Background: an optimization exercise with open tools, aiming at small area, a short achievable clock period and few clock cycles per item. Do not read the settings as production practice. Where RTL was checked, it was by simulation tests only, not by an equivalence proof against the original. Only the layout flow was run in runs 7 and 8; the RTL was not checked for function there.

**flow/design.v**
```verilog
package acc_pkg;
  typedef union packed {
    logic [4*8-1:0]    word;
    logic [3:0][8-1:0] pix;   
  } pixel_word_t;
  typedef logic [1:0] slot_t;
  typedef logic [$clog2((16 / 4))-1:0] word_idx_t;
  typedef logic [2:0][5:0][8-1:0] window_t;
endpackage
`timescale 1ns/1ps
module acc_control (
  input  logic        clk,
  input  logic        reset,
  input  logic        start,
  output logic [15:0] addr,
  output logic        en,
  output logic        we,
  output logic        finish,
  output logic        sel_lo,
  output logic        sel_rep,
  output logic        dup,
  output logic        first
);
  logic       busy;
  logic       en_q, we_q, fin_q;
  logic [4:0] addr_q;
  logic [6:0] cnt;        
  logic [6:0] nxt;
  logic       first_q;
  assign addr   = {10'd0, we_q, addr_q};
  assign en     = en_q;
  assign we     = we_q;
  assign finish = fin_q;
  assign nxt    = cnt + 7'd1;
  assign sel_lo  = cnt[0];                       
  assign sel_rep = (cnt >= 7'd65);               
  assign dup     = (cnt >= 7'd1) && (cnt <= 7'd8);
  assign first = first_q;
  always_ff @(posedge clk or posedge reset) begin
    if (reset) begin
      busy   <= 1'b0;
      en_q   <= 1'b0;
      we_q   <= 1'b0;
      fin_q  <= 1'b0;
      addr_q <= '0;
      cnt    <= '0;
      first_q <= 1'b0;
    end else begin
      first_q <= (nxt[2:0] == 3'd2);
      if (!busy) begin
        if (fin_q) begin
          if (!start) fin_q <= 1'b0;
        end else if (start) begin
          busy   <= 1'b1;
          en_q   <= 1'b1;
          we_q   <= 1'b0;
          addr_q <= '0;
          cnt    <= '0;
        end
      end else begin
        cnt <= nxt;
        if (cnt == 7'd77) begin
          busy  <= 1'b0;
          en_q  <= 1'b0;
          we_q  <= 1'b0;
          fin_q <= 1'b1;
        end else if (!nxt[0]) begin
          en_q   <= (nxt <= 7'd62);
          we_q   <= 1'b0;
          addr_q <= nxt[5:1];
        end else begin
          en_q   <= (nxt >= 7'd15);
          we_q   <= 1'b1;
          addr_q <= 5'(cnt[6:1] - 6'd7);
        end
      end
    end
  end
endmodule
`timescale 1ns/1ps
module line_buffer (
  input  logic        clk,
  input  logic        sel_lo,
  input  logic        sel_rep,
  input  logic        dup,
  input  logic [31:0] dataR,
  output logic [15:0] bot,
  output logic [15:0] mid,
  output logic [15:0] top
);
  logic [15:0] stage;
  logic [15:0] h [0:16];
  logic [15:0] din;
  always_comb begin
    if (sel_rep)     din = h[7];
    else if (sel_lo) din = dataR[15:0];
    else             din = stage;
  end
  always_ff @(posedge clk) begin
    stage <= dataR[31:16];
    h[0]  <= din;
    for (int i = 1; i < 17; i++) h[i] <= h[i-1];
    if (dup) h[8] <= din;
  end
  assign bot = h[0];
  assign mid = h[8];
  assign top = h[16];
endmodule
`timescale 1ns/1ps
module sobel_unit (
  input  logic        clk,
  input  logic        first,   
  input  logic [15:0] bot,
  input  logic [15:0] mid,
  input  logic [15:0] top,
  output logic [15:0] result
);
  logic [9:0] s_vs0, s_vs1;
  logic [8:0] s_vd0, s_vd1;
  logic [9:0] n_vs0, n_vs1;
  logic [8:0] n_vd0, n_vd1;
  logic       n_first;
  logic [9:0] c_vs;
  logic [8:0] c_vd;
  logic [9:0] b_vs0, b_vs1;
  logic [8:0] b_vd0, b_vd1;
  logic [9:0] a_vs;
  logic [8:0] a_vd;
  logic [4*11-1:0] g_d, g_q;   
  always_comb begin
    s_vs0 = {2'b00, top[7:0]}  + {1'b0, mid[7:0], 1'b0}  + {2'b00, bot[7:0]};
    s_vs1 = {2'b00, top[15:8]} + {1'b0, mid[15:8], 1'b0} + {2'b00, bot[15:8]};
    s_vd0 = {1'b0, top[7:0]}  - {1'b0, bot[7:0]};
    s_vd1 = {1'b0, top[15:8]} - {1'b0, bot[15:8]};
  end
  always_ff @(posedge clk) begin
    n_vs0   <= s_vs0;
    n_vs1   <= s_vs1;
    n_vd0   <= s_vd0;
    n_vd1   <= s_vd1;
    n_first <= first;
    c_vs    <= first ? n_vs1 : s_vs0;
    c_vd    <= first ? n_vd1 : s_vd0;
    b_vs0   <= n_vs0;
    b_vs1   <= n_vs1;
    b_vd0   <= n_vd0;
    b_vd1   <= n_vd1;
    a_vs    <= n_first ? n_vs0 : b_vs1;
    a_vd    <= n_first ? n_vd0 : b_vd1;
  end
  always_comb begin
    g_d[0  +: 11] = $signed({1'b0, b_vs1}) - $signed({1'b0, a_vs});
    g_d[11 +: 11] = 11'($signed(a_vd)) + 11'($signed(b_vd1)) + (11'($signed(b_vd0)) <<< 1);
    g_d[22 +: 11] = $signed({1'b0, c_vs}) - $signed({1'b0, b_vs0});
    g_d[33 +: 11] = 11'($signed(b_vd0)) + 11'($signed(c_vd)) + (11'($signed(b_vd1)) <<< 1);
  end
  always_ff @(posedge clk) g_q <= g_d;
  always_comb begin
    logic [10:0] gx, gy;
    logic        sx, sy, hx, hy;
    logic [7:0]  lx, ly;
    logic [9:0]  sum;
    for (int c = 0; c < 2; c++) begin
      gx = g_q[22*c +: 11];
      gy = g_q[22*c + 11 +: 11];
      sx = gx[10];
      sy = gy[10];
      hx = (gx[10:8] != {3{sx}});
      hy = (gy[10:8] != {3{sy}});
      lx = gx[7:0] ^ {8{sx}};
      ly = gy[7:0] ^ {8{sy}};
      sum = {2'b00, lx} + {2'b00, ly} + {9'd0, sx} + {9'd0, sy};
      result[8*c +: 8] = (hx || hy || sum[9:8] != 2'b00) ? 8'hFF : sum[7:0];
    end
  end
endmodule
`timescale 1ns/1ps
module acc_top (
  input  logic        clk,
  input  logic        reset,
  input  logic        start,
  output logic [15:0] addr,
  output logic        en,
  output logic        we,
  input  logic [31:0] dataR,
  output logic [31:0] dataW,
  output logic        finish
);
  logic        sel_lo;      
  logic        sel_rep;     
  logic        dup;         
  logic        first;       
  logic [15:0] bot, mid, top;   
  logic [15:0] result;
  acc_control u_control (
    .clk     (clk),
    .reset   (reset),
    .start   (start),
    .addr    (addr),
    .en      (en),
    .we      (we),
    .finish  (finish),
    .sel_lo  (sel_lo),
    .sel_rep (sel_rep),
    .dup     (dup),
    .first   (first)
  );
  line_buffer u_line_buffer (
    .clk     (clk),
    .sel_lo  (sel_lo),
    .sel_rep (sel_rep),
    .dup     (dup),
    .dataR   (dataR),
    .bot     (bot),
    .mid     (mid),
    .top     (top)
  );
  sobel_unit u_sobel (
    .clk    (clk),
    .first  (first),
    .bot    (bot),
    .mid    (mid),
    .top    (top),
    .result (result)
  );
  logic [15:0] hold;
  always_ff @(posedge clk) begin
    hold  <= result;
    dataW <= {result, hold};
  end
endmodule
```
**flow/flow/run.sh**
```bash
#!/bin/bash
# The standard layout, with plain buffers (not delay buffers) on the ports.
set -euo pipefail
bash standard.sh "BUFFER_PORTS_ARGS=-buffer_cell sky130_fd_sc_hd__buf_2" finish > standard_flow.log 2>&1
```
**flow/standard.sh**
```bash
#!/bin/bash
# synth_recipe.tcl (not shown) runs the flow's synth.tcl, then flattens the netlist and writes it again
# the make line also repeats each setting of config.mk as NAME=value (left out here)
make -C /OpenROAD-flow-scripts/flow DESIGN_CONFIG=/design/flow/config.mk WORK_HOME=/design/flow/orfs CLKGATE_MAP_FILE= SYNTH_SCRIPT=/design/flow/synth_recipe.tcl "${@:-finish}"
```
**flow/config.mk**
```make
export PLATFORM = sky130hd
export DESIGN_NAME = acc_top
export DESIGN_NICKNAME = acc_top
export VERILOG_FILES = /design/flow/design.v
export SDC_FILE = /design/flow/constraint.sdc
export NUM_CORES = 4
export LEC_CHECK = 0
export CAP_MARGIN = 20
export CORE_MARGIN = 2
export CORE_UTILIZATION = 40
export SLEW_MARGIN = 20
```
**flow/constraint.sdc**
```tcl
create_clock -name core_clock -period 12.5 [get_ports {clk}]
set_input_delay 2.5000 -clock core_clock [delete_from_list [all_inputs] [get_ports {clk}]]
set_output_delay 2.5000 -clock core_clock [all_outputs]
set_load 0.01 [all_outputs]
```
==> run notes, run 1 <==
- HP Class: reg -> reg
- Vias/cell: 4.636
- Prevailing post-synth register cell: dfxtp_1
- Accumulated negative setup slack: 0 ps
- Die area: between 40000 and 50000 µm²
- Placed insts: roughly 2000
- Global-route wire length before repair: roughly 48000 µm
- CP endpoint kind: output pin
- Clock tree sinks: 488
- Synth area leader: dfxtp_1
- Detailed Route WL: between 20000 and 30000 µm
- Crit path time final: about 3600 ps
- Slowest CP cell: dfrtp_1
- FMAX: between 200 and 300 MHz
- Netlist cell types: between 70 and 80
- Initial Utilization: slightly above 40%
- Initial DRC Count: 316
- Clock latency on the worst-skew pair: roughly 590 ps
- Wire per inst: roughly 14 µm
- Boundary pin count: 86
- Hold Buf Count CTS: 0
- Synth Instances: ~1400
- Crit-path cells: buf_2
- Vias in the first global route: ~9700
- Die Width: around 210 µm
- Layout cells sized above 1: between 15 and 20%
- Synth Cell Area: roughly 17000 µm²
- Setup crit start kind: flop
- Row cnt: between 70 and 80
- Clk pin slew, worst setup/hold paths: ~60 ps
- Max Cap Viol: 0
- Clk_skew: 35.65 ps
- Worst Setup Path Type: reg -> out
- Placement Cell Area: between 15000 and 20000 µm²
- Initial antenna violation count: 1
- Post-synth ARST share: 3.484%
- Outcome: complete, no violations
- Seq cells post-synth: 488
- Routed Antenna Nets: 0
- Final Cycle Share: 29.11%
- Mean area per synthesized cell: around 12 µm²
- CP Max Fanout: 4
- Final Max Slew Viols: 0
- Post-DP HPWL: just over 20000 µm
- CTS Buf Count: between 40 and 50
- Via Count: 9495
- Share of the synthesized area in the top cell type: 56.26%
- Core area: between 40000 and 50000 µm²
- Actual slew at the worst max-slew pin: about 1000 ps
- First-pass iteration count of the detailed router: 4
- GRT overflow: 0
- Post-layout nets: 1656
- Final setup violating endpoints: 0
- DRC Markers: 0
- Worst slew margin: 29.86%
- RSZ-0062 raised after global routing: false
- CTS Buffer Depth: 3
- Area grow syn2layout: 15.61%
- I/O Buffers: 75
- TritonCTS clock tree: built
- CTS H-tree depth: 2
- Post-cts sizing count: 0
- Critical Path RT: roughly 10000 ps
- Synth Warn #: 5
- Top post-synthesis cells by area: dfxtp_1, ha_1, fa_1
- Die Ht: 208.7 µm
- Root Driver: clkbuf_16
- Slowest Stage Delay on Critical Path: around 400 ps
- Final Hold Viols: 0
- Layout Utilization: around 47%
- Largest net degree at the start of global routing: 35
- WP buf/inv: 1
- Final GP Congestion: just over 0.8
- Post-CTS Setup Inserts: 0
- Layout Cells excl Fill: around 2000
- CP top delay family: flip-flops
- Tot GR Track Use: between 10% and 20%
- Final instance area: ~19000 µm²
- Post-synth EDFFs: 0
- Sequential area share after synthesis: around three fifths
- Antenna cells: 0
- Crit path DAT: between 1000 and 1500 ps
[worst paths after layout]
check	from	to	slack (ps)	depth (start not counted)
max reg2reg	u_sobel.g_q[32]$_DFF_P_	hold[8]$_SDFF_PP1_	9310	9
max	u_control.fin_q$_DFFE_PP0P_	finish	8860	1
min reg2reg	u_line_buffer.h[15][3]$_DFF_P_	u_line_buffer.h[16][3]$_DFF_P_	300	0
max in group asynchronous	reset	u_control.addr_q[3]$_DFFE_PP0P_	10080	2
min	u_line_buffer.h[15][3]$_DFF_P_	u_line_buffer.h[16][3]$_DFF_P_	300	0
min in group asynchronous	reset	u_control.en_q$_DFFE_PP0P_	2000	2
[cell type report]
type / count / area (µm²)
Fill cell: 3682 / 21730
Sequential cell: 488 / 9854
Multi-Input combinational cell: 781 / 6466
Clock buffer: 61 / 1320
Tap cell: 532 / 665.6
Timing Repair Buffer: 78 / 397.9
Clock inverter: 28 / 371.6
Inverter: 80 / 300.3
[kinds of logic (layout without fill, tap and decap cells)]
logic type	Yosys count	after routing	synth area share (%)
other	1	10	0.02237
buffers and inverters	114	247	2.844
AO/OA/AOI/OAI	219	219	8.914
XOR/XNOR	96	96	5.151
AND/OR/NAND/NOR	250	250	7.525
adder cells (fa/ha/maj)	144	144	12.72
multiplexers	62	62	4.024
flip-flops	488	488	58.80
[layout by cell type, fill, tap and decap left out, types with 8 or more instances in the layout]
cell       count
xnor2_1       39
nand2b_1       8
mux2_2        43
dfxtp_1      471
nor2_1        72
and3_1        13
o21ai_0       43
nor2b_1       21
xor2_1        54
buf_2         75
a21o_1        20
nand2_1       48
a21boi_0       8
clkinv_2      11
ha_1         100
fa_1          44
mux2i_1       19
inv_1         80
a211oi_1      10
clkbuf_16     48
nand3_1       13
conb_1        10
dfrtp_1       17
a21oi_1       49
nor3_1        32
a31oi_1       10
[registers in the layout, indices dropped and copies added, names as in the netlist, 5 cells and up]
| name | cells |
|---|---|
| u_sobel.b_vs1 | 10 |
| u_sobel.c_vd | 8 |
| u_sobel.a_vs | 10 |
| u_sobel.b_vd0 | 8 |
| u_sobel.g_q | 42 |
| u_line_buffer.stage | 16 |
| u_control.addr_q | 5 |
| u_sobel.n_vd1 | 8 |
| u_sobel.b_vd1 | 8 |
| u_sobel.c_vs | 10 |
| u_line_buffer.h | 272 |
| u_sobel.n_vs0 | 10 |
| u_sobel.b_vs0 | 10 |
| u_control.cnt | 7 |
| u_sobel.n_vd0 | 8 |
| u_sobel.a_vd | 8 |
| u_sobel.n_vs1 | 10 |
| hold | 15 |
| dataW | 17 |
[synth_stat cells (5+ instances only)]
library cell,instances
a31oi_1,10
and3_1,13
nand2_1,48
clkbuf_1,16
or3_1,5
nor2_1,72
nand3_1,13
a21boi_0,8
fa_1,44
buf_4,11
xor2_1,54
dfxtp_1,471
inv_1,80
buf_2,6
a211oi_1,10
dfrtp_1,17
nor3b_1,6
xnor2_1,39
nand2b_1,8
o31ai_1,5
a21oi_1,49
or2_2,7
mux2_2,43
a21o_1,20
o211ai_1,6
ha_1,100
mux2i_1,19
o21bai_1,5
nor2b_1,21
and2_1,5
o21a_1,7
nor3_1,32
o21ai_1,8
o21ai_0,43
[metal layers]
layer	up-vias	track usage, %	part of all wire (%)
met4	0	5.813	3.0
met2	157	23.07	47
li1	4859	-	-
met5	-	0	0
met3	53	2.480	3.4
met1	4426	16.76	47
[metrics by stage]
step	worst slack, ps	hold WS, ps
after detailed placement	8827	312.1
after floorplan	9157	309.6
final	8861	300.2
after CTS	8831	307.2
after global placement	8872	309.9
after global routing	8825	320.6
Testbench counts, summed over its fixed seeds: cycles 10,480, images 128.
==> run 2: changes to the inputs <==
--- a/flow/config.mk
+++ b/flow/config.mk
@@ -7,5 +7,7 @@
 export LEC_CHECK = 0
 export CAP_MARGIN = 20
 export CORE_MARGIN = 2
-export CORE_UTILIZATION = 40
+export CORE_UTILIZATION = 65
+export CTS_CLUSTER_SIZE = 40
+export PLACE_DENSITY = 0.75
 export SLEW_MARGIN = 20
==> run notes, run 2 <==
- Commonest cells after routing, fill and taps aside: dfxtp_1, ha_1, inv_1, buf_2, nor2_1
- Actual slew at the worst max-slew pin: 1043 ps
- Placement Cell Area: roughly 17000 µm²
- First-pass iteration count of the detailed router: 4
- Synth Instances: about 1400
- Post-layout nets: 1653
- Registers with the most flip-flops: u_line_buffer.h (272), u_sobel.g_q (42), dataW (17)
- DRC Markers: 0
- Global-route wire length before repair: ~47000 µm
- Crit path DAT: roughly 1100 ps
- Clk pin slew, worst setup/hold paths: around 60 ps
- Top cells by count, synth: dfxtp_1, ha_1, inv_1, nor2_1, xor2_1
- Slowest CP cell: dfrtp_1
- Tot GR Track Use: between 20 and 25%
- Accumulated negative setup slack: 0 ps
- Worst slew margin: a little under a third
- Hold Buf Count CTS: 0
- GRT overflow: 0
- Synth Cell Area: roughly 17000 µm²
- Layout Cells excl Fill: 1840
- Outcome: complete, no violations
- Max reg flops: approximately 270
- Synth Warn #: 5
- Boundary pin count: 86
- Synth area leader: dfxtp_1
- Max Cap Viol: 0
- Layout Utilization: around three quarters
- CP top delay family: flip-flops
- Vias/cell: approximately 5.2
- Crit-path cells: buf_2
- Row cnt: 58
- Initial DRC Count: ~420
- Core area: 25250 µm²
- Top post-synthesis cells by area: dfxtp_1, ha_1, fa_1
- Crit path time final: 3570 ps
- Post-cts sizing count: 0
- Routed Antenna Nets: 0
- Vias in the first global route: ~9800
- I/O Buffers: 75
- Via Count: ~9700
- Final Hold Viols: 0
- Final instance area: 19030 µm²
- Wire per inst: approximately 16 µm
- Multi-input gate area: 6466 µm²
- Final GP Congestion: around 0.83
- Detailed Route WL: roughly 29000 µm
- Clock tree sinks: 488
- Die area: 27080 µm²
- Slowest Stage Delay on Critical Path: 400 ps
- Area grow syn2layout: 13.56%
- Seq cells post-synth: between 400 and 500
- Final Cycle Share: 28.56%
- CP endpoint kind: output pin
- Critical Path RT: roughly 10000 ps
- FMAX: approximately 280 MHz
- Initial Utilization: approximately two thirds
- Initial antenna violation count: 0
- Root Driver: clkbuf_16
- Share of the synthesized area in the top cell type: a little under three fifths
- CP Max Fanout: 4
- Count leader, synth: dfxtp_1
- Placed insts: ~1800
- Netlist cell types: 76
- Setup crit start kind: flop
- Final Max Slew Viols: 0
- Filler cell count: between 1500 and 2000
- Antenna cells: 0
- CTS H-tree depth: 2
- Clk_skew: about 11 ps
- Mean area per synthesized cell: 12.20 µm²
- FF/Latch Area: a little under 10000 µm²
- Worst Setup Path Type: reg -> out
- Die Width: 164.6 µm
- Sequential area share after synthesis: between 50% and 60%
- Most common cell after layout, fill and taps aside: dfxtp_1
- Prevailing post-synth register cell: dfxtp_1
- Top reg by flops: u_line_buffer.h
- Die Ht: roughly 160 µm
- Largest net degree at the start of global routing: 35
- CTS Buf Count: 45
- TritonCTS clock tree: built
- Post-DP HPWL: just under 20000 µm
- RSZ-0062 raised after global routing: false
- HP Class: reg -> reg
- Post-synth EDFFs: 0
- Layout cells sized above 1: 14.83%
- WP buf/inv: 1
- CTS Buffer Depth: 3
- Post-synth ARST share: between 3 and 4%
- Post-CTS Setup Inserts: 0
- Final setup violating endpoints: 0
- Clock latency on the worst-skew pair: roughly 530 ps
==> run 2: cell counts after synthesis <==
Identical to the previous run, type by type.
==> run 2: layout make-up <==
cell class / count / area share [%]
timing repair buffer: 78 / 2.091
tap: 330 / 2.169
clock buffer: 61 / 6.811
inverter: 80 / 1.578
multi-input combinational: 781 / 33.98
clock inverter: 22 / 1.598
sequential: 488 / 51.78
==> run 2: worst paths after layout <==
kind / startpoint / slack (ps) / cells after the start / end
max: u_control.fin_q$_DFFE_PP0P_ / 8930 / 1 / finish
max in group asynchronous: reset / 10020 / 2 / u_control.addr_q[2]$_DFFE_PP0P_
max reg2reg: u_sobel.g_q[43]$_DFF_P_ / 9290 / 9 / hold[8]$_SDFF_PP1_
min in group asynchronous: reset / 2060 / 2 / u_control.addr_q[1]$_DFFE_PP0P_
min: u_line_buffer.h[6][9]$_DFF_P_ / 320 / 0 / u_line_buffer.h[7][9]$_DFF_P_
min reg2reg: u_line_buffer.h[6][9]$_DFF_P_ / 320 / 0 / u_line_buffer.h[7][9]$_DFF_P_
==> run 2: metrics by stage <==
step / hold slack [ps] / worst slack, ps
after floorplan: 309.6 / 9157
after global placement: 309.6 / 8865
after detailed placement: 312.1 / 8876
after CTS: 319.6 / 8916
after global routing: 327.8 / 8900
final: 321.3 / 8930
==> run 2: metal layers <==
metal	up-vias	GRT usage (%)	wire (µm)
li1	4860	-	-
met1	4600	28.00	13010
met2	153	38.63	14010
met3	43	3.591	964
met4	0	6.206	583
met5	-	0	0
==> run 2: cells by family after synthesis <==
family          synth area share, %
simple gates                  7.525
mux                           4.024
other cells                 0.02237
fa+ha+maj                     12.72
buf+inv                       2.844
flops                         58.80
xor+xnor                      5.151
compound gates                8.914
==> run 3: changes to the inputs <==
==> flow/run.sh (new file) <==
#!/bin/bash
# synth_recipe.tcl (not shown) runs the flow's synth.tcl, then flattens the netlist and writes it again
# the make line also repeats each setting of config.mk as NAME=value (left out here)
make -C /OpenROAD-flow-scripts/flow DESIGN_CONFIG=/design/flow/config.mk WORK_HOME=/design/flow/orfs CLKGATE_MAP_FILE= SYNTH_SCRIPT=/design/flow/synth_recipe.tcl finish
--- a/flow/config.mk
+++ b/flow/config.mk
@@ -7,7 +7,5 @@
 export LEC_CHECK = 0
 export CAP_MARGIN = 20
 export CORE_MARGIN = 2
-export CORE_UTILIZATION = 65
-export CTS_CLUSTER_SIZE = 40
-export PLACE_DENSITY = 0.75
+export CORE_UTILIZATION = 40
 export SLEW_MARGIN = 20
removed: flow/flow/run.sh
removed: flow/standard.sh
==> run notes, run 3 <==
- Outcome: complete, no violations
- Critical Path RT: about 10000 ps
- Clk pin slew, worst setup/hold paths: ~60 ps
- Boundary pin count: 86
- Initial DRC Count: ~430
- Worst Setup Path Type: reg -> out
- Largest family of logic cells by synthesized area: adder cells
- Layout cells sized above 1: about 10%
- Count leader, synth: dfxtp_1
- Registers with the most flip-flops: u_line_buffer.h (272), u_sobel.g_q (42), dataW (17)
- Antenna cells: 0
- Compound-gate portion of the synthesized area: approximately 9%
- Final GP Congestion: 0.8003
- Crit-path cells: clkdlybuf4s50_1
- HP Class: reg -> reg
- Initial antenna violation count: 0
- Post-synthesis xor/xnor area fraction: under 10%
- Crit path time final: about 4000 ps
- Final instance area: 19700 µm²
- Worst slew margin: approximately 34%
- Accumulated negative setup slack: 0 ps
- Hold Buf Count CTS: 0
- Core area: around 41000 µm²
- Die Ht: ~210 µm
- Share of the synthesized area in the top cell type: between 50% and 60%
- Post-DP HPWL: roughly 21000 µm
- CTS H-tree depth: 2
- Most common cell after layout, fill and taps aside: dfxtp_1
- CP Max Fanout: 4
- Global-route wire length before repair: approximately 47000 µm
- Row cnt: 74
- CTS Buf Count: 48
- Top cells by count, synth: dfxtp_1, ha_1, inv_1, nor2_1, xor2_1
- GRT overflow: 0
- Post-cts sizing count: 0
- Final Cycle Share: approximately 32%
- Commonest cells after routing, fill and taps aside: dfxtp_1, ha_1, inv_1, clkdlybuf4s50_1, nor2_1
- Final Hold Viols: 0
- Final Max Slew Viols: 0
- Largest net degree at the start of global routing: 35
- Synth Cell Area: ~17000 µm²
- CTS Buffer Depth: 3
- Top post-synthesis cells by area: dfxtp_1, ha_1, fa_1
- Wire per inst: about 14 µm
- Clock latency on the worst-skew pair: around 590 ps
- First-pass iteration count of the detailed router: 4
- Detailed Route WL: 28260 µm
- Setup crit start kind: flop
- Root Driver: clkbuf_16
- WP buf/inv: 1
- Seq cells post-synth: a little under 500
- Actual slew at the worst max-slew pin: roughly 1000 ps
- I/O Buffers: 75
- CP endpoint kind: output pin
- Post-synth ARST share: between 3 and 4%
- Die Width: between 200 and 250 µm
- FF/Latch Area: roughly 9900 µm²
- Crit path DAT: between 1500 and 2000 ps
- Max reg flops: 272
- Top reg by flops: u_line_buffer.h
- TritonCTS clock tree: built
- Die area: 43550 µm²
- Clk_skew: between 40 and 50 ps
- Fraction of the mapped netlist area in simple logic gates: 7.525%
- CP top delay family: buffers and inverters
- Post-synth EDFFs: 0
- Post-layout nets: ~1700
- Met3 wire length: around 1100 µm
- Placement Cell Area: about 18000 µm²
- Clock tree sinks: a little under 500
- RSZ-0062 raised after global routing: false
- Netlist cell types: 76
- Routed Antenna Nets: 0
- Area grow syn2layout: 17.51%
- Sequential area share after synthesis: between 50% and 60%
- Multi-input gate area: about 6500 µm²
- Mux cell area share after synthesis: under 10%
- Post-Synth Adder-Cell Area: around an eighth
- Vias in the first global route: ~9700
- Vias/cell: roughly 4.6
- Post-CTS Setup Inserts: 0
- Worst Hold Slack: approximately 320 ps
- Initial Utilization: 40.77%
- Synth Instances: 1374
- Tot GR Track Use: between 10% and 20%
- Slowest Stage Delay on Critical Path: ~550 ps
- Max Cap Viol: 0
- Top sig layer: met4
- FMAX: 248.4 MHz
- WL met2: between 10000 and 15000 µm
- Synth area leader: dfxtp_1
- Layout Cells excl Fill: 2049
- Mean area per synthesized cell: 12.20 µm²
- Via Count: 9507
- Final setup violating endpoints: 0
- Synth Warn #: 5
- Slowest CP cell: clkdlybuf4s50_1
- Met1 WL: approximately 13000 µm
- DRC Markers: 0
- Filler cell count: around 3700
- Placed insts: between 1500 and 2000
- Prevailing post-synth register cell: dfxtp_1
==> run 3: cell counts after synthesis <==
No cell type changed its count.
==> run 3: cells by family (layout without fill, tap and decap cells) <==
group / Yosys count / in the layout
compound gates: 219 / 219
xor+xnor: 96 / 96
fa+ha+maj: 144 / 144
buf+inv: 114 / 248
flops: 488 / 488
mux: 62 / 62
other cells: 1 / 10
simple gates: 250 / 250
==> run 3: path summary, 6_finish.rpt <==
kind / cells after the start / slack, ps / from / to
max in group asynchronous: 2 / 9760 / reset / u_control.first_q$_DFF_PP0_
hold / removal: 0 / 320 / u_line_buffer.h[1][4]$_DFF_P_ / u_line_buffer.h[2][4]$_DFF_P_
setup reg to reg: 9 / 9240 / u_sobel.g_q[43]$_DFF_P_ / hold[8]$_SDFF_PP1_
hold reg to reg: 0 / 320 / u_line_buffer.h[1][4]$_DFF_P_ / u_line_buffer.h[2][4]$_DFF_P_
min in group asynchronous: 2 / 2310 / reset / u_control.addr_q[4]$_DFFE_PP0P_
setup / recovery: 1 / 8470 / u_control.fin_q$_DFFE_PP0P_ / finish
==> run 3: area by class of cell <==
type | count | share of cell area, %
repair buffers | 78 | 3.926
multi-input cells | 781 | 32.83
clock inverters | 25 | 1.474
well taps | 532 | 3.380
flip-flops and latches | 488 | 50.04
inverters | 80 | 1.525
clock buffers | 65 | 6.829
==> run 3: metrics by stage <==
step | util (%) | setup WS, ps
after detailed placement | 43.93 | 8495
after CTS | 47.91 | 8432
final | 47.91 | 8474
after global placement | 43.93 | 8537
after floorplan | - | 9157
after global routing | 47.91 | 8408
==> run 3: per-layer routing <==
| metal | vias up | global-route usage [%] |
|---|---|---|
| met3 | 44 | 3.096 |
| met1 | 4453 | 17.02 |
| met5 | - | 0 |
| met2 | 145 | 22.61 |
| met4 | 0 | 4.212 |
| li1 | 4865 | - |
==> run 4: changes to the inputs <==
--- a/flow/design.v
+++ b/flow/design.v
@@ -223,9 +223,5 @@
     .top    (top),
     .result (result)
   );
-  logic [15:0] hold;
-  always_ff @(posedge clk) begin
-    hold  <= result;
-    dataW <= {result, hold};
-  end
-endmodule
+  always_ff @(posedge clk) dataW <= {result, dataW[31:16]};
+endmodule
==> flow/flow/run.sh (new file) <==
#!/bin/bash
# The standard layout, with plain buffers (not delay buffers) on the ports.
set -euo pipefail
bash standard.sh "BUFFER_PORTS_ARGS=-buffer_cell sky130_fd_sc_hd__buf_2" finish > standard_flow.log 2>&1
==> flow/standard.sh (new file) <==
#!/bin/bash
# synth_recipe.tcl (not shown) runs the flow's synth.tcl, then flattens the netlist and writes it again
# the make line also repeats each setting of config.mk as NAME=value (left out here)
make -C /OpenROAD-flow-scripts/flow DESIGN_CONFIG=/design/flow/config.mk WORK_HOME=/design/flow/orfs CLKGATE_MAP_FILE= SYNTH_SCRIPT=/design/flow/synth_recipe.tcl "${@:-finish}"
--- a/flow/config.mk
+++ b/flow/config.mk
@@ -7,5 +7,8 @@
 export LEC_CHECK = 0
 export CAP_MARGIN = 20
 export CORE_MARGIN = 2
-export CORE_UTILIZATION = 40
+export CORE_UTILIZATION = 75
+export CTS_CLUSTER_DIAMETER = 80
+export CTS_CLUSTER_SIZE = 30
+export PLACE_DENSITY = 0.85
 export SLEW_MARGIN = 20
removed: flow/run.sh
==> run notes, run 4 <==
- Post-cts sizing count: 0
- Boundary pin count: 86
- Layout cells sized above 1: approximately 12%
- Grt met2 use: roughly 47%
- Root Driver: clkbuf_16
- WP buf/inv: 1
- Antenna cells: 0
- Outcome: complete, no violations
- Post-CTS Setup Inserts: 0
- Multi-input gate area: roughly 6000 µm²
- Setup crit start kind: flop
- Grt met3 use: under 10%
- Slowest CP cell: dfrtp_1
- Max reg flops: between 200 and 300
- Vias/cell: roughly 5.5
- Hold Crit Endpoint: u_line_buffer.h[10][2]$_DFF_P_
- Commonest cells after routing, fill and taps aside: dfxtp_1, ha_1, inv_1, buf_2, xor2_1
- TritonCTS clock tree: built
- Crit path DAT: between 1000 and 1500 ps
- Prevailing post-synth register cell: dfxtp_1
- Registers with the most flip-flops: u_line_buffer.h (272), u_sobel.g_q (42), dataW (32)
- Synth Cell Area: ~16000 µm²
- FF/Latch Area: about 10000 µm²
- Hold Buf Count CTS: 0
- Wire per inst: roughly 17 µm
- Filler cell count: about 1200
- Final Max Slew Viols: 0
- Share of the synthesized area in the top cell type: just under 60%
- Initial DRC Count: between 300 and 400
- Core area: roughly 21000 µm²
- Synth Instances: roughly 1300
- RR Startpoint: u_sobel.g_q[21]$_DFF_P_
- Initial Utilization: around three quarters
- Die area: between 20000 and 25000 µm²
- CTS Buf Count: 20
- Final GP Congestion: ~0.82
- Layout Cells excl Fill: 1671
- Die Ht: about 150 µm
- GRT Max-Usage Layer: met2
- First-pass iteration count of the detailed router: 5
- Initial antenna violation count: 0
- Top cells by count, synth: dfxtp_1, ha_1, inv_1, xor2_1
- Post-DP HPWL: approximately 20000 µm
- CP Max Fanout: 4
- Crit path time final: approximately 3600 ps
- Actual slew at the worst max-slew pin: approximately 1100 ps
- I/O Buffers: 75
- Post-layout nets: roughly 1600
- Netlist cell types: between 60 and 70
- GRT overflow: 0
- Final setup violating endpoints: 0
- Top post-synthesis cells by area: dfxtp_1, ha_1, fa_1
- Crit-path cells: buf_2
- Worst slew margin: between 20% and 30%
- Final Hold Viols: 0
- Accumulated negative setup slack: 0 ps
- Mean area per synthesized cell: 12.40 µm²
- Row cnt: 53
- Reg-to-Reg End: dataW[16]$_SDFF_PP1_
- Sequential area share after synthesis: approximately 60%
- Seq cells post-synth: between 400 and 500
- Synth Warn #: 5
- FMAX: approximately 280 MHz
- Post-synth EDFFs: 0
- Count leader, synth: dfxtp_1
- Max Cap Viol: 0
- CP top delay family: flip-flops
- CTS H-tree depth: 1
- HP Class: reg -> reg
- Worst Setup Path Type: reg -> out
- Tot GR Track Use: between 20% and 30%
- Critical Path RT: 10000 ps
- Die Width: ~150 µm
- RSZ-0062 raised after global routing: false
- Synth area leader: dfxtp_1
- Global-route wire length before repair: around 46000 µm
- Largest net degree at the start of global routing: 32
- Detailed Route WL: about 29000 µm
- Clock tree sinks: about 500
- CTS Buffer Depth: 3
- Slowest Stage Delay on Critical Path: 420 ps
- M1 GR Usage: between 30% and 40%
- Top reg by flops: u_line_buffer.h
- Hold Path Origin: u_line_buffer.h[9][2]$_DFF_P_
- Clock latency on the worst-skew pair: roughly 550 ps
- Vias in the first global route: around 9100
- Most common cell after layout, fill and taps aside: dfxtp_1
- DRC Markers: 0
- Placed insts: roughly 1600
- Clk_skew: between 20 and 25 ps
- Final Cycle Share: between 20% and 30%
- Clk pin slew, worst setup/hold paths: 100 ps
- Hold path cells: 0
- Routed Antenna Nets: 0
- Post-synth ARST share: approximately 3.5%
- R2R depth: 10
- Via Count: 9111
- Reg-to-reg setup timing slack: 9330 ps
- CP endpoint kind: output pin
- Area grow syn2layout: 7.016%
==> run 4: cell types whose count changed in the layout (fill, tap and decap cells not counted), sizes merged, moves of 8 or more <==
cell           change
nor2              -22
a21oi              +9
clkbuf            -44
nand2             +12
buf               +74
nor3              -12
clkinv            -10
xor2               +8
clkdlybuf4s50     -75
==> run 4: cell type report <==
class                   instances  area share (%)
flip-flops and latches        488           56.37
well taps                     275           1.968
repair buffers                 77           2.233
multi-input cells             724           34.52
inverters                      82           1.761
clock buffers                  21           2.884
clock inverters                 4          0.2648
==> run 4: how the worst max path moves through the flow <==
stage / from / to / slack (ps) / cells after the start
after global routing: u_control.fin_q$_DFFE_PP0P_ / finish / 8850 / 1
after floorplan: start / u_control.addr_q[1]$_DFFE_PP0P_ / 9220 / 4
after detailed placement: start / u_control.addr_q[1]$_DFFE_PP0P_ / 8880 / 5
after CTS: u_control.fin_q$_DFFE_PP0P_ / finish / 8880 / 1
final: u_control.fin_q$_DFFE_PP0P_ / finish / 8880 / 1
after global placement: start / u_control.addr_q[1]$_DFFE_PP0P_ / 8900 / 5
==> run 4: routing by layer <==
layer,vias to the layer above,part of all wire [%]
li1,4479,-
met1,4382,42
met2,185,51
met3,65,3.3
met4,0,3.1
met5,-,0
==> run 4: logic make-up (layout without fill, tap and decap cells) <==
group           after synthesis  in the layout  share of synthesized area (%)
flops                       488            488                          60.32
simple gates                209            209                          6.288
compound gates              194            194                          7.460
fa+ha+maj                   144            144                          13.05
buf+inv                     114            184                          2.941
xor+xnor                    104            104                          5.668
mux                          63             63                          4.243
other cells                   1             10                        0.02296
==> run 4: stage by stage <==
step / hold WS [ps] / util (%) / setup slack [ps] / cell area, µm²
CTS: 330.1 / 82.38 / 8881 / 17480
finish: 328.6 / 82.38 / 8884 / 17480
global route: 335.2 / 82.38 / 8854 / 17480
floorplan: 309.6 / - / 9217 / 16370
detailed placement: 312.1 / 79.79 / 8879 / 16930
global placement: 309.7 / 79.79 / 8902 / 16930
Testbench counts of run 4, summed over its fixed seeds: cycles 10,480, images 128.
==> run 5: changes to the inputs <==
--- a/flow/config.mk
+++ b/flow/config.mk
@@ -7,8 +7,8 @@
 export LEC_CHECK = 0
 export CAP_MARGIN = 20
 export CORE_MARGIN = 2
-export CORE_UTILIZATION = 75
+export CORE_UTILIZATION = 65
 export CTS_CLUSTER_DIAMETER = 80
 export CTS_CLUSTER_SIZE = 30
-export PLACE_DENSITY = 0.85
+export PLACE_DENSITY = 0.75
 export SLEW_MARGIN = 20
==> run notes, run 5 <==
- Outcome: complete, no violations
- Critical Path RT: 10000 ps
- Sequential area share after synthesis: 60.32%
- I/O Buffers: 75
- Crit path DAT: ~1100 ps
- WP buf/inv: 1
- Post-layout nets: 1572
- CTS Buf Count: 20
- Prevailing post-synth register cell: dfxtp_1
- Vias in the first global route: 8585
- Worst Setup Path Type: reg -> out
- Synth area leader: dfxtp_1
- HP Class: reg -> reg
- Root Driver: clkbuf_16
- Crit path time final: between 3000 and 4000 ps
- Clock latency on the worst-skew pair: ~530 ps
- Multi-input gate area: 6035 µm²
- Global-route wire length before repair: between 40000 and 50000 µm
- Crit-path cells: buf_2
- FF/Latch Area: roughly 9900 µm²
- Synth Cell Area: roughly 16000 µm²
- Filler cell count: approximately 1800
- Largest net degree at the start of global routing: 31
- Initial antenna violation count: 0
- Top cells by count, synth: dfxtp_1, ha_1, inv_1, xor2_1
- Final GP Congestion: between 0.7 and 0.8
- Tot GR Track Use: 19.78%
- Netlist cell types: 64
- Registers with the most flip-flops: u_line_buffer.h (272), u_sobel.g_q (42), dataW (32)
- Synth Instances: 1317
- Die Width: approximately 160 µm
- Row cnt: 58
- Seq cells post-synth: around 500
- Slowest Stage Delay on Critical Path: between 400 and 500 ps
- Detailed Route WL: between 20000 and 30000 µm
- Wire per inst: approximately 15 µm
- CP top delay family: flip-flops
- Final setup violating endpoints: 0
- Share of the synthesized area in the top cell type: ~58%
- First-pass iteration count of the detailed router: 4
- Actual slew at the worst max-slew pin: slightly above 1000 ps
- Layout cells sized above 1: roughly an eighth
- Post-synth EDFFs: 0
- FMAX: ~280 MHz
- Post-cts sizing count: 0
- Initial Utilization: between 60% and 70%
- GRT overflow: 0
- Worst slew margin: 31.19%
- Setup crit start kind: flop
- Top post-synthesis cells by area: dfxtp_1, ha_1, fa_1
- Die Ht: ~160 µm
- CTS H-tree depth: 1
- Area grow syn2layout: 7.475%
- Final Cycle Share: 28.77%
- CP endpoint kind: output pin
- Final instance area: between 15000 and 20000 µm²
- Slowest CP cell: dfrtp_1
- Die area: ~26000 µm²
- Clk_skew: about 12 ps
- Commonest cells after routing, fill and taps aside: dfxtp_1, ha_1, inv_1, buf_2, xor2_1
- Clk pin slew, worst setup/hold paths: roughly 110 ps
- Clock tree sinks: between 400 and 500
- Top reg by flops: u_line_buffer.h
- Routed Antenna Nets: 0
- Placement Cell Area: 17000 µm²
- Post-DP HPWL: between 15000 and 20000 µm
- Accumulated negative setup slack: 0 ps
- CTS Buffer Depth: 3
- Count leader, synth: dfxtp_1
- Boundary pin count: between 80 and 90
- Post-synth ARST share: 3.484%
- Final Hold Viols: 0
- Post-CTS Setup Inserts: 0
- Final Max Slew Viols: 0
- Vias/cell: 5.071
- Max reg flops: around 270
- Hold Buf Count CTS: 0
- Synth Warn #: 5
- Max Cap Viol: 0
- CP Max Fanout: 4
- Initial DRC Count: approximately 320
- Mean area per synthesized cell: 12.40 µm²
- Antenna cells: 0
- Via Count: 8748
- RSZ-0062 raised after global routing: false
- Most common cell after layout, fill and taps aside: dfxtp_1
- DRC Markers: 0
- TritonCTS clock tree: built
- Core area: between 20000 and 25000 µm²
## run 5: cell counts after synthesis
No cell type changed its count.
## run 5: per-layer routing
layer	track usage, %	routed length (µm)
met4	4.787	511
met1	26.19	11670
met2	34.37	12120
met3	3.107	918
met5	0	0
## run 5: worst paths after layout
path,startpoint,to,slack [ps],depth (start not counted)
hold / removal,u_line_buffer.h[15][6]$_DFF_P_,u_line_buffer.h[16][6]$_DFF_P_,330,0
min in group asynchronous,reset,u_control.cnt[3]$_DFFE_PP0P_,2040,2
max in group asynchronous,reset,u_control.cnt[6]$_DFFE_PP0P_,10030,2
setup / recovery,u_control.fin_q$_DFFE_PP0P_,finish,8900,1
setup reg to reg,u_sobel.g_q[21]$_DFF_P_,dataW[17]$_SDFF_PP1_,9270,10
hold reg to reg,u_line_buffer.h[15][6]$_DFF_P_,u_line_buffer.h[16][6]$_DFF_P_,330,0
## run 5: kinds of logic after synthesis
kind of cell,Yosys count,share of synthesized area (%)
fa+ha+maj,144,13.05
other cells,1,0.02296
simple gates,209,6.288
buf+inv,114,2.941
flops,488,60.32
compound gates,194,7.460
xor+xnor,104,5.668
mux,63,4.243
## run 5: metrics by stage
| stage | utilization (%) | cells | setup slack, ps | hold WS, ps |
|---|---|---|---|---|
| after floorplan | - | 1326 | 9217 | 309.6 |
| after global placement | 68.30 | 1701 | 8873 | 309.9 |
| after detailed placement | 68.30 | 1701 | 8844 | 312.1 |
| after CTS | 70.53 | 1725 | 8883 | 331.4 |
| after global routing | 70.53 | 1725 | 8854 | 336.7 |
| final | 70.53 | 1725 | 8904 | 328.3 |
## run 5: area by class of cell
| cell class | instances | area share [%] |
|---|---|---|
| clock buffer | 22 | 3.015 |
| clock inverter | 2 | 0.1568 |
| timing repair buffer | 77 | 2.223 |
| sequential | 488 | 56.13 |
| multi-input combinational | 724 | 34.37 |
| tap | 330 | 2.352 |
| inverter | 82 | 1.753 |
==> run 6: changes to the inputs <==
==> flow/flow/run.sh (replaced) <==
#!/bin/bash
# The standard layout, with plain buffers (not delay buffers) on the ports
# and timing repair aimed 9.2 ns below the clock period.
set -euo pipefail
bash standard.sh "BUFFER_PORTS_ARGS=-buffer_cell sky130_fd_sc_hd__buf_2" SETUP_SLACK_MARGIN=9.2 finish > standard_flow.log 2>&1
==> run notes, run 6 <==
- Outcome: complete, no violations
- Final worst slack: 8912 ps
- M1 GR Usage: 26.14%
- Layout Utilization: between 70% and 80%
- Critical Path RT: ~10000 ps
- Hold Crit Endpoint: u_line_buffer.h[16][6]$_DFF_P_
- Via Count: between 8000 and 9000
- Initial antenna violation count: 0
- Clock latency on the worst-skew pair: approximately 530 ps
- Layout cells sized above 1: about 14%
- Worst path depth: 1
- Crit path DAT: 1090 ps
- RR Startpoint: u_sobel.g_q[21]$_DFF_P_
- Top cells by count, synth: dfxtp_1, ha_1, inv_1, xor2_1
- Sequential area share after synthesis: 60.32%
- Worst Hold Slack: 328.3 ps
- RSZ-0062 raised after global routing: true
- Mean area per synthesized cell: roughly 12 µm²
- Filler cell count: around 1800
- GRT Max-Usage Layer: met2
- Worst slew margin: between 30% and 40%
- Top post-synthesis cells by area: dfxtp_1, ha_1, fa_1
- Seq cells post-synth: between 400 and 500
- CP top delay family: flip-flops
- Final Cycle Share: around 29%
- Vias in the first global route: between 8000 and 9000
- Largest net degree at the start of global routing: 31
- Die Width: 162.5 µm
- Core area: 24890 µm²
- Post-DP HPWL: between 15000 and 20000 µm
- Hold Path Origin: u_line_buffer.h[15][6]$_DFF_P_
- Antenna cells: 0
- Slowest CP cell: dfrtp_1
- Final GP Congestion: 0.7730
- Share of the synthesized area in the top cell type: between 50 and 60%
- HP Class: reg -> reg
- R2R depth: 10
- Max reg flops: 272
- CTS H-tree depth: 1
- First-pass iteration count of the detailed router: 4
- CTS Buffer Depth: 3
- Crit-path cells: buf_2
- CP Max Fanout: 3
- Global-route wire length before repair: about 42000 µm
- Final Max Slew Viols: 0
- Max Cap Viol: 0
- Grt met2 use: a little over a third
- CTS Buf Count: 20
- Count leader, synth: dfxtp_1
- Post-synth EDFFs: 0
- FMAX: ~280 MHz
- WP buf/inv: 1
- Synth Warn #: 5
- Post-synth ARST share: approximately 3.5%
- Netlist cell types: 64
- Clock tree sinks: 488
- Top reg by flops: u_line_buffer.h
- Final instance area: 17790 µm²
- Final setup violating endpoints: 0
- Grt met3 use: about 3.1%
- Placed insts: 1701
- Post-layout nets: roughly 1600
- CP endpoint kind: output pin
- Layout Cells excl Fill: between 1500 and 2000
- Clk_skew: between 10 and 15 ps
- Reg-to-Reg End: dataW[17]$_SDFF_PP1_
- Worst Setup Path Type: reg -> out
- Vias/cell: a little over 5
- DRC Markers: 0
- Placement Cell Area: 17000 µm²
- Detailed Route WL: 25480 µm
- Final Hold Viols: 0
- Wire per inst: 14.68 µm
- Area grow syn2layout: 8.916%
- Clk pin slew, worst setup/hold paths: about 110 ps
- Boundary pin count: between 80 and 90
- I/O Buffers: 75
- Die Ht: about 160 µm
- Hold path cells: 0
- Registers with the most flip-flops: u_line_buffer.h (272), u_sobel.g_q (42), dataW (32)
- Actual slew at the worst max-slew pin: around 1000 ps
- Commonest cells after routing, fill and taps aside: dfxtp_1, ha_1, inv_1, xor2_1
- Reg-to-reg setup timing slack: around 9500 ps
- Die area: approximately 26000 µm²
- Hold Buf Count CTS: 0
- Tot GR Track Use: 19.88%
- Routed Antenna Nets: 0
- Root Driver: clkbuf_16
- Setup crit start kind: flop
- TritonCTS clock tree: built
- GRT overflow: 0
- Slowest Stage Delay on Critical Path: 410 ps
- Row cnt: 58
- Initial Utilization: 65.63%
- Accumulated negative setup slack: 0 ps
- Prevailing post-synth register cell: dfxtp_1
- Crit path time final: 3588 ps
- Initial DRC Count: roughly 350
- Synth area leader: dfxtp_1
- Setup slack at placement: 8844 ps
- Most common cell after layout, fill and taps aside: dfxtp_1
- Synth Cell Area: around 16000 µm²
- Synth Instances: between 1000 and 1500
[run 6: how the worst max path moves through the flow]
| stage | from | slack, ps | endpoint |
|---|---|---|---|
| 6_report | u_control.we_q$_DFFE_PP0P_ | 8910 | addr[5] |
| 5_1_grt | u_control.we_q$_DFFE_PP0P_ | 8860 | we |
| 4_1_cts | u_control.we_q$_DFFE_PP0P_ | 8890 | addr[5] |
| 3_5_place_dp | start | 8840 | u_control.addr_q[1]$_DFFE_PP0P_ |
| 3_3_place_gp | start | 8870 | u_control.addr_q[1]$_DFFE_PP0P_ |
| 2_1_floorplan | start | 9220 | u_control.addr_q[1]$_DFFE_PP0P_ |
[run 6: routing by layer]
layer | routed length (µm) | up-vias
met1 | 11750 | 4126
met2 | 12320 | 111
met3 | 893 | 29
li1 | - | 4507
met4 | 512 | 0
met5 | 0 | -
[run 6: cells by family after synthesis]
| kind of cell | after synthesis | synth area share [%] |
|---|---|---|
| DFF | 488 | 60.32 |
| and+or+nand+nor | 209 | 6.288 |
| other | 1 | 0.02296 |
| adders and majority gates | 144 | 13.05 |
| buffers and inverters | 114 | 2.941 |
| AOI/OAI and AO/OA | 194 | 7.460 |
| xor gates and xnor gates | 104 | 5.668 |
| muxes | 63 | 4.243 |
[run 6: repair_timing]
action,in CTS,in global routing
hold endpoints to repair,0,0
endpoints found under the setup margin,41,48
setup buffers,5,5
gates resized for setup,26,18
[run 6: layout make-up]
class                      count  area, µm²  area share, %
clock inverter                 2      27.53         0.1547
inverter                      82      307.8          1.730
sequential                   488       9883          55.55
multi-input combinational    724       6035          33.92
clock buffer                  22      529.3          2.975
timing repair buffer          87      596.8          3.354
tap                          330      412.9          2.321
==> run 7: changes to the inputs <==
--- a/flow/design.v
+++ b/flow/design.v
@@ -38,42 +38,39 @@
   assign first = first_q;
   always_ff @(posedge clk or posedge reset) begin
     if (reset) begin
-      busy   <= 1'b0;
-      en_q   <= 1'b0;
-      we_q   <= 1'b0;
-      fin_q  <= 1'b0;
-      addr_q <= '0;
-      cnt    <= '0;
-      first_q <= 1'b0;
+      busy  <= 1'b0;
+      en_q  <= 1'b0;
+      fin_q <= 1'b0;
     end else begin
-      first_q <= (nxt[2:0] == 3'd2);
       if (!busy) begin
         if (fin_q) begin
           if (!start) fin_q <= 1'b0;
         end else if (start) begin
-          busy   <= 1'b1;
-          en_q   <= 1'b1;
-          we_q   <= 1'b0;
-          addr_q <= '0;
-          cnt    <= '0;
+          busy <= 1'b1;
+          en_q <= 1'b1;    
         end
+      end else if (cnt == 7'd77) begin
+        busy  <= 1'b0;
+        en_q  <= 1'b0;
+        fin_q <= 1'b1;
+      end else if (!nxt[0]) begin
+        en_q <= (nxt <= 7'd62);    
       end else begin
-        cnt <= nxt;
-        if (cnt == 7'd77) begin
-          busy  <= 1'b0;
-          en_q  <= 1'b0;
-          we_q  <= 1'b0;
-          fin_q <= 1'b1;
-        end else if (!nxt[0]) begin
-          en_q   <= (nxt <= 7'd62);
-          we_q   <= 1'b0;
-          addr_q <= nxt[5:1];
-        end else begin
-          en_q   <= (nxt >= 7'd15);
-          we_q   <= 1'b1;
-          addr_q <= 5'(cnt[6:1] - 6'd7);
-        end
+        en_q <= (nxt >= 7'd15);    
       end
+    end
+  end
+  always_ff @(posedge clk) begin
+    first_q <= (nxt[2:0] == 3'd2);
+    if (!busy) begin
+      cnt    <= '0;
+      we_q   <= 1'b0;
+      addr_q <= '0;
+    end else begin
+      cnt    <= nxt;
+      we_q   <= nxt[0];
+      if (nxt[0]) addr_q <= 5'(cnt[6:1] - 6'd7);
+      else        addr_q <= nxt[5:1];
     end
   end
 endmodule
==> flow/flow/run.sh (replaced) <==
#!/bin/bash
# The standard layout, with plain buffers (not delay buffers) on the ports.
set -euo pipefail
bash standard.sh "BUFFER_PORTS_ARGS=-buffer_cell sky130_fd_sc_hd__buf_2" finish > standard_flow.log 2>&1
==> run notes, run 7 <==
- First-pass iteration count of the detailed router: 4
- Layout Cells excl Fill: approximately 1700
- Via Count: around 8900
- Clock tree sinks: 487
- Share of the synthesized area in the top cell type: 58.42%
- Commonest cells after routing, fill and taps aside: dfxtp_1, ha_1, inv_1, buf_2, xor2_1
- RSZ-0062 raised after global routing: false
- Most common cell after layout, fill and taps aside: dfxtp_1
- Slowest Stage Delay on Critical Path: between 400 and 500 ps
- Final instance area: 17830 µm²
- Row cnt: 58
- Detailed Route WL: ~26000 µm
- DRC Markers: 0
- Clock latency on the worst-skew pair: about 540 ps
- Synth area leader: dfxtp_1
- Placed insts: between 1500 and 2000
- Die area: 26810 µm²
- Seq cells post-synth: 487
- Initial DRC Count: 430
- Mean area per synthesized cell: roughly 13 µm²
- WP buf/inv: 1
- Final GP Congestion: 0.8204
- CTS Buf Count: 20
- Sequential area share after synthesis: just under 60%
- Max reg flops: approximately 270
- Die Ht: approximately 160 µm
- Actual slew at the worst max-slew pin: 906.4 ps
- Antenna cells: 0
- Crit path time final: around 3600 ps
- Layout cells sized above 1: roughly an eighth
- Boundary pin count: 86
- CTS H-tree depth: 1
- Initial antenna violation count: 1
- FMAX: about 280 MHz
- Core area: approximately 25000 µm²
- Initial Utilization: about two thirds
- Root Driver: clkbuf_16
- Prevailing post-synth register cell: dfxtp_1
- TritonCTS clock tree: built
- Placement Cell Area: approximately 17000 µm²
- Setup crit start kind: flop
- Count leader, synth: dfxtp_1
- Routed Antenna Nets: 0
- Top post-synthesis cells by area: dfxtp_1, ha_1, fa_1
- Slowest CP cell: dfrtp_1
- Worst slew margin: 39.49%
- Wire per inst: around 15 µm
- Post-synth EDFFs: 0
- Post-synth ARST share: less than 1%
- Post-DP HPWL: 19500 µm
- Reg-to-reg setup timing slack: 9450 ps
- Crit path DAT: about 1100 ps
- Crit-path cells: buf_2
- Max Cap Viol: 0
- Top reg by flops: u_line_buffer.h
- Post-CTS Setup Inserts: 0
- Tot GR Track Use: about 20%
- CP endpoint kind: output pin
- Registers with the most flip-flops: u_line_buffer.h (272), u_sobel.g_q (42), dataW (32)
- CP Max Fanout: 3
- Netlist cell types: just over 80
- Synth Cell Area: 16580 µm²
- Vias in the first global route: between 8000 and 9000
- Final setup violating endpoints: 0
- Final Hold Viols: 0
- Final Max Slew Viols: 0
- HP Class: reg -> reg
- I/O Buffers: between 70 and 80
- Clk_skew: ~18 ps
- Hold Buf Count CTS: 0
- Top cells by count, synth: dfxtp_1, ha_1, inv_1, xor2_1, nor2_1
- Die Width: approximately 160 µm
- CTS Buffer Depth: 3
- GRT overflow: 0
- Final Cycle Share: roughly 29%
- Worst Setup Path Type: reg -> out
- Outcome: complete, no violations
- Accumulated negative setup slack: 0 ps
- Synth Instances: between 1000 and 1500
- Area grow syn2layout: 7.537%
- Clk pin slew, worst setup/hold paths: approximately 110 ps
- Vias/cell: 5.161
- Post-layout nets: approximately 1600
- CP top delay family: flip-flops
- Critical Path RT: 10000 ps
- Largest net degree at the start of global routing: 36
- Post-cts sizing count: 0
- Synth Warn #: 5
- Global-route wire length before repair: 42060 µm
run 7: cell count changes after synthesis, moves of 10 or more:
cell     change
a21oi_1     -23
dfrtp_1     -14
dfxtp_1     +13
nand2_1     -10
o21ai_0     -19
run 7: metal layers:
layer	share of wire (%)	global-route usage, %	up-vias
met5	0.050	0	-
met4	2.2	5.223	2
met3	2.8	2.576	35
met2	47	34.26	113
met1	48	26.34	4226
li1	-	-	4573
run 7: path summary, 6_finish.rpt:
path,startpoint,end,cells after the start
max reg2reg,u_sobel.g_q[21]$_DFF_P_,dataW[16]$_SDFF_PP1_,9
min in group asynchronous,reset,u_control.en_q$_DFFE_PP0P_,2
max,u_control.fin_q$_DFFE_PP0P_,finish,1
min reg2reg,u_line_buffer.h[5][12]$_DFF_P_,u_line_buffer.h[6][12]$_DFF_P_,0
max in group asynchronous,reset,u_control.fin_q$_DFFE_PP0P_,2
min,u_line_buffer.h[5][12]$_DFF_P_,u_line_buffer.h[6][12]$_DFF_P_,0
run 7: area by class of cell:
| type | instances | area, µm² |
|---|---|---|
| clock inverters | 3 | 51.30 |
| repair buffers | 78 | 397.9 |
| clock buffers | 25 | 550.5 |
| multi-input cells | 730 | 6354 |
| fillers | 1807 | 7274 |
| well taps | 330 | 412.9 |
| inverters | 81 | 304.0 |
| flip-flops and latches | 487 | 9764 |
run 7: cells by family after synthesis:
group                      synth area share [%]
adders and majority gates                 12.86
xor gates and xnor gates                  5.628
muxes                                     4.014
other                                   0.02261
buffers and inverters                     3.018
and+or+nand+nor                           7.273
AOI/OAI and AO/OA                         8.314
DFF                                       58.88
run 7: through the flow:
step | util, % | hold slack, ps | setup slack, ps
2_1_floorplan | - | 309.6 | 9416
3_3_place_gp | 68.63 | 309.5 | 9291
3_5_place_dp | 68.63 | 312.1 | 9248
4_1_cts | 71.03 | 329.6 | 8892
5_1_grt | 71.03 | 333.0 | 8875
6_report | 71.03 | 328.0 | 8917
==> run 8: changes to the inputs <==
--- a/flow/config.mk
+++ b/flow/config.mk
@@ -5,6 +5,7 @@
 export SDC_FILE = /design/flow/constraint.sdc
 export NUM_CORES = 4
 export LEC_CHECK = 0
+export ABC_AREA = 1
 export CAP_MARGIN = 20
 export CORE_MARGIN = 2
 export CORE_UTILIZATION = 65
==> run notes, run 8 <==
- Outcome: complete, no violations
- Final Hold Viols: 0
- Filler cell count: between 1500 and 2000
- Antenna cells: 0
- Wire per inst: between 10 and 15 µm
- Top cells by count, synth: dfxtp_1, nand2_1, inv_1, ha_1, xor2_1
- Initial DRC Count: just under 400
- Largest net degree at the start of global routing: 33
- Clock tree sinks: between 400 and 500
- Post-synth EDFFs: 0
- CTS Buffer Depth: 3
- Area grow syn2layout: 7.479%
- Die Width: around 160 µm
- Row cnt: 58
- R2R depth: 11
- Core area: 25110 µm²
- Worst Setup Path Type: reg -> out
- Hold path cells: 0
- Hold Buf Count CTS: 0
- Detailed Route WL: around 27000 µm
- Layout cells sized above 1: 8.564%
- DRC Markers: 0
- Commonest cells after routing, fill and taps aside: dfxtp_1, nand2_1, inv_1, ha_1, xor2_1
- Synth area leader: dfxtp_1
- Root Driver: clkbuf_16
- Worst slew margin: 40.16%
- Max Cap Viol: 0
- Post-layout nets: 1800
- Initial Utilization: between 60% and 70%
- CP endpoint kind: output pin
- Worst Hold Slack: ~330 ps
- Max reg flops: 272
- Accumulated negative setup slack: 0 ps
- Final Max Slew Viols: 0
- CTS Buf Count: 20
- Via Count: just under 10000
- Top post-synthesis cells by area: dfxtp_1, ha_1, nand2_1
- Crit-path cells: buf_2
- Sequential area share after synthesis: 59.07%
- Final GP Congestion: 0.8679
- Die Ht: roughly 160 µm
- GRT overflow: 0
- Post-cts sizing count: 0
- Post-CTS Setup Inserts: 0
- CTS H-tree depth: 1
- Slowest Stage Delay on Critical Path: between 400 and 500 ps
- Post-DP HPWL: 20660 µm
- Vias in the first global route: between 9000 and 10000
- Share of the synthesized area in the top cell type: approximately three fifths
- Die area: 26720 µm²
- I/O Buffers: between 70 and 80
- WP buf/inv: 1
- HP Class: reg -> reg
- TritonCTS clock tree: built
- Global-route wire length before repair: between 40000 and 50000 µm
- RSZ-0062 raised after global routing: false
- Routed Antenna Nets: 0
- Vias/cell: roughly 5
- First-pass iteration count of the detailed router: 4
- Synth Cell Area: 16530 µm²
- Actual slew at the worst max-slew pin: around 900 ps
- Final worst slack: 8876 ps
- Layout Cells excl Fill: about 2000
- CP Max Fanout: 4
- Worst path depth: 1
- Synth Instances: ~1500
- Final Cycle Share: between 20 and 30%
- Critical Path RT: around 10000 ps
- Layout Utilization: ~71%
- Clk_skew: 31.77 ps
- Registers with the most flip-flops: u_line_buffer.h (272), u_sobel.g_q (42), dataW (32)
- Initial antenna violation count: 0
- Crit path DAT: around 1100 ps
- Seq cells post-synth: between 400 and 500
- Top reg by flops: u_line_buffer.h
- Setup slack at placement: ~9400 ps
- FMAX: between 200 and 300 MHz
- Mean area per synthesized cell: ~11 µm²
- Tot GR Track Use: between 20% and 30%
- Setup crit start kind: flop
- Clk pin slew, worst setup/hold paths: 100 ps
- Final setup violating endpoints: 0
- Synth Warn #: 5
- Most common cell after layout, fill and taps aside: dfxtp_1
- Netlist cell types: 42
- Slowest CP cell: dfrtp_1
- Count leader, synth: dfxtp_1
- Boundary pin count: 86
- Prevailing post-synth register cell: dfxtp_1
- CP top delay family: flip-flops
- Placed insts: between 1500 and 2000
- Clock latency on the worst-skew pair: 550 ps
- Post-synth ARST share: less than 1%
- Crit path time final: around 3600 ps
[run 8: cell families (layout without fill, tap and decap cells)]
kind of cell	after synthesis	count (layout)	synth area share [%]
xor gates and xnor gates	101	101	5.352
muxes	16	16	1.090
AOI/OAI and AO/OA	160	160	5.662
adders and majority gates	144	144	12.90
buffers and inverters	185	257	4.534
and+or+nand+nor	448	448	11.37
other	1	10	0.02269
DFF	487	487	59.07
[run 8: final timing paths]
check | startpoint | end | slack, ps
worst max register to register | u_sobel.g_q[43]$_DFF_P_ | dataW[25]$_SDFF_PP1_ | 9750
min in group asynchronous | reset | u_control.busy$_DFF_PP0_ | 1790
max in group asynchronous | reset | u_control.fin_q$_DFFE_PP0P_ | 10580
worst max-delay path | u_control.fin_q$_DFFE_PP0P_ | finish | 8880
worst min-delay path | u_line_buffer.h[15][6]$_DFF_P_ | u_line_buffer.h[16][6]$_DFF_P_ | 330
worst min register to register | u_line_buffer.h[15][6]$_DFF_P_ | u_line_buffer.h[16][6]$_DFF_P_ | 330
[run 8: layout make-up]
type / count / area, µm² / area share (%)
flip-flops and latches: 487 / 9764 / 54.96
multi-input cells: 879 / 6052 / 34.07
inverters: 156 / 585.6 / 3.296
clock buffers: 20 / 500.5 / 2.817
well taps: 330 / 412.9 / 2.324
repair buffers: 77 / 390.4 / 2.197
clock inverters: 4 / 60.06 / 0.3381
[run 8: per-layer routing]
| metal | track usage (%) | vias up | wire length [µm] |
|---|---|---|---|
| met2 | 37.27 | 156 | 12880 |
| met3 | 2.616 | 46 | 817 |
| met5 | 0 | - | 0 |
| li1 | - | 5062 | - |
| met4 | 5.502 | 0 | 679 |
| met1 | 26.64 | 4521 | 12540 |
[run 8: through the flow]
step / instance area [µm²]
floorplan: 16560
global placement: 17200
detailed placement: 17200
CTS: 17760
global route: 17770
finish: 17770

-- port drivers added, routing unchanged --
No port has a modelled driver above. Below, the same layouts with a new extraction and two added sets of constraints.
Step 1 assumes that a clkbuf_16 drives the clock port and a buf_2 every other input.
Step 2, shift: input delay + t, output delay - t, t = (earliest + latest rising clock arrival at the registers) / 2. This alone moves slack from input paths to output paths.
Slacks: no drivers / after step 1 / after step 2; pairs: no drivers / after step 1.
run	shift t [ns]	setup WS [ns]	worst setup path at the end	worst register clock-pin slew, ns	worst data-port slew with drivers (ns)
run 1	0.627	8.861 / 8.809 / 8.833	input to register	0.07 / 0.07	0.03
run 2	0.577	8.930 / 8.882 / 8.822	input to register	0.07 / 0.07	0.04
run 3	0.625	8.474 / 8.421 / 8.437	input to register	0.07 / 0.07	0.03
run 4	0.583	8.884 / 8.838 / 8.836	input to register	0.11 / 0.11	0.04
run 5	0.574	8.904 / 8.856 / 8.835	input to register	0.11 / 0.11	0.04
run 6	0.573	8.912 / 8.864 / 8.865	input to register	0.11 / 0.11	0.04
run 7	0.577	8.917 / 8.867 / 9.257	input to register	0.11 / 0.11	0.05
run 8	0.583	8.876 / 8.830 / 9.368	input to register	0.11 / 0.11	0.03
After both steps every run listed still meets setup and hold. For run 2, which loses most, drivers alone change the setup slack by -0.048 ns; drivers and shift together by -0.108 ns.
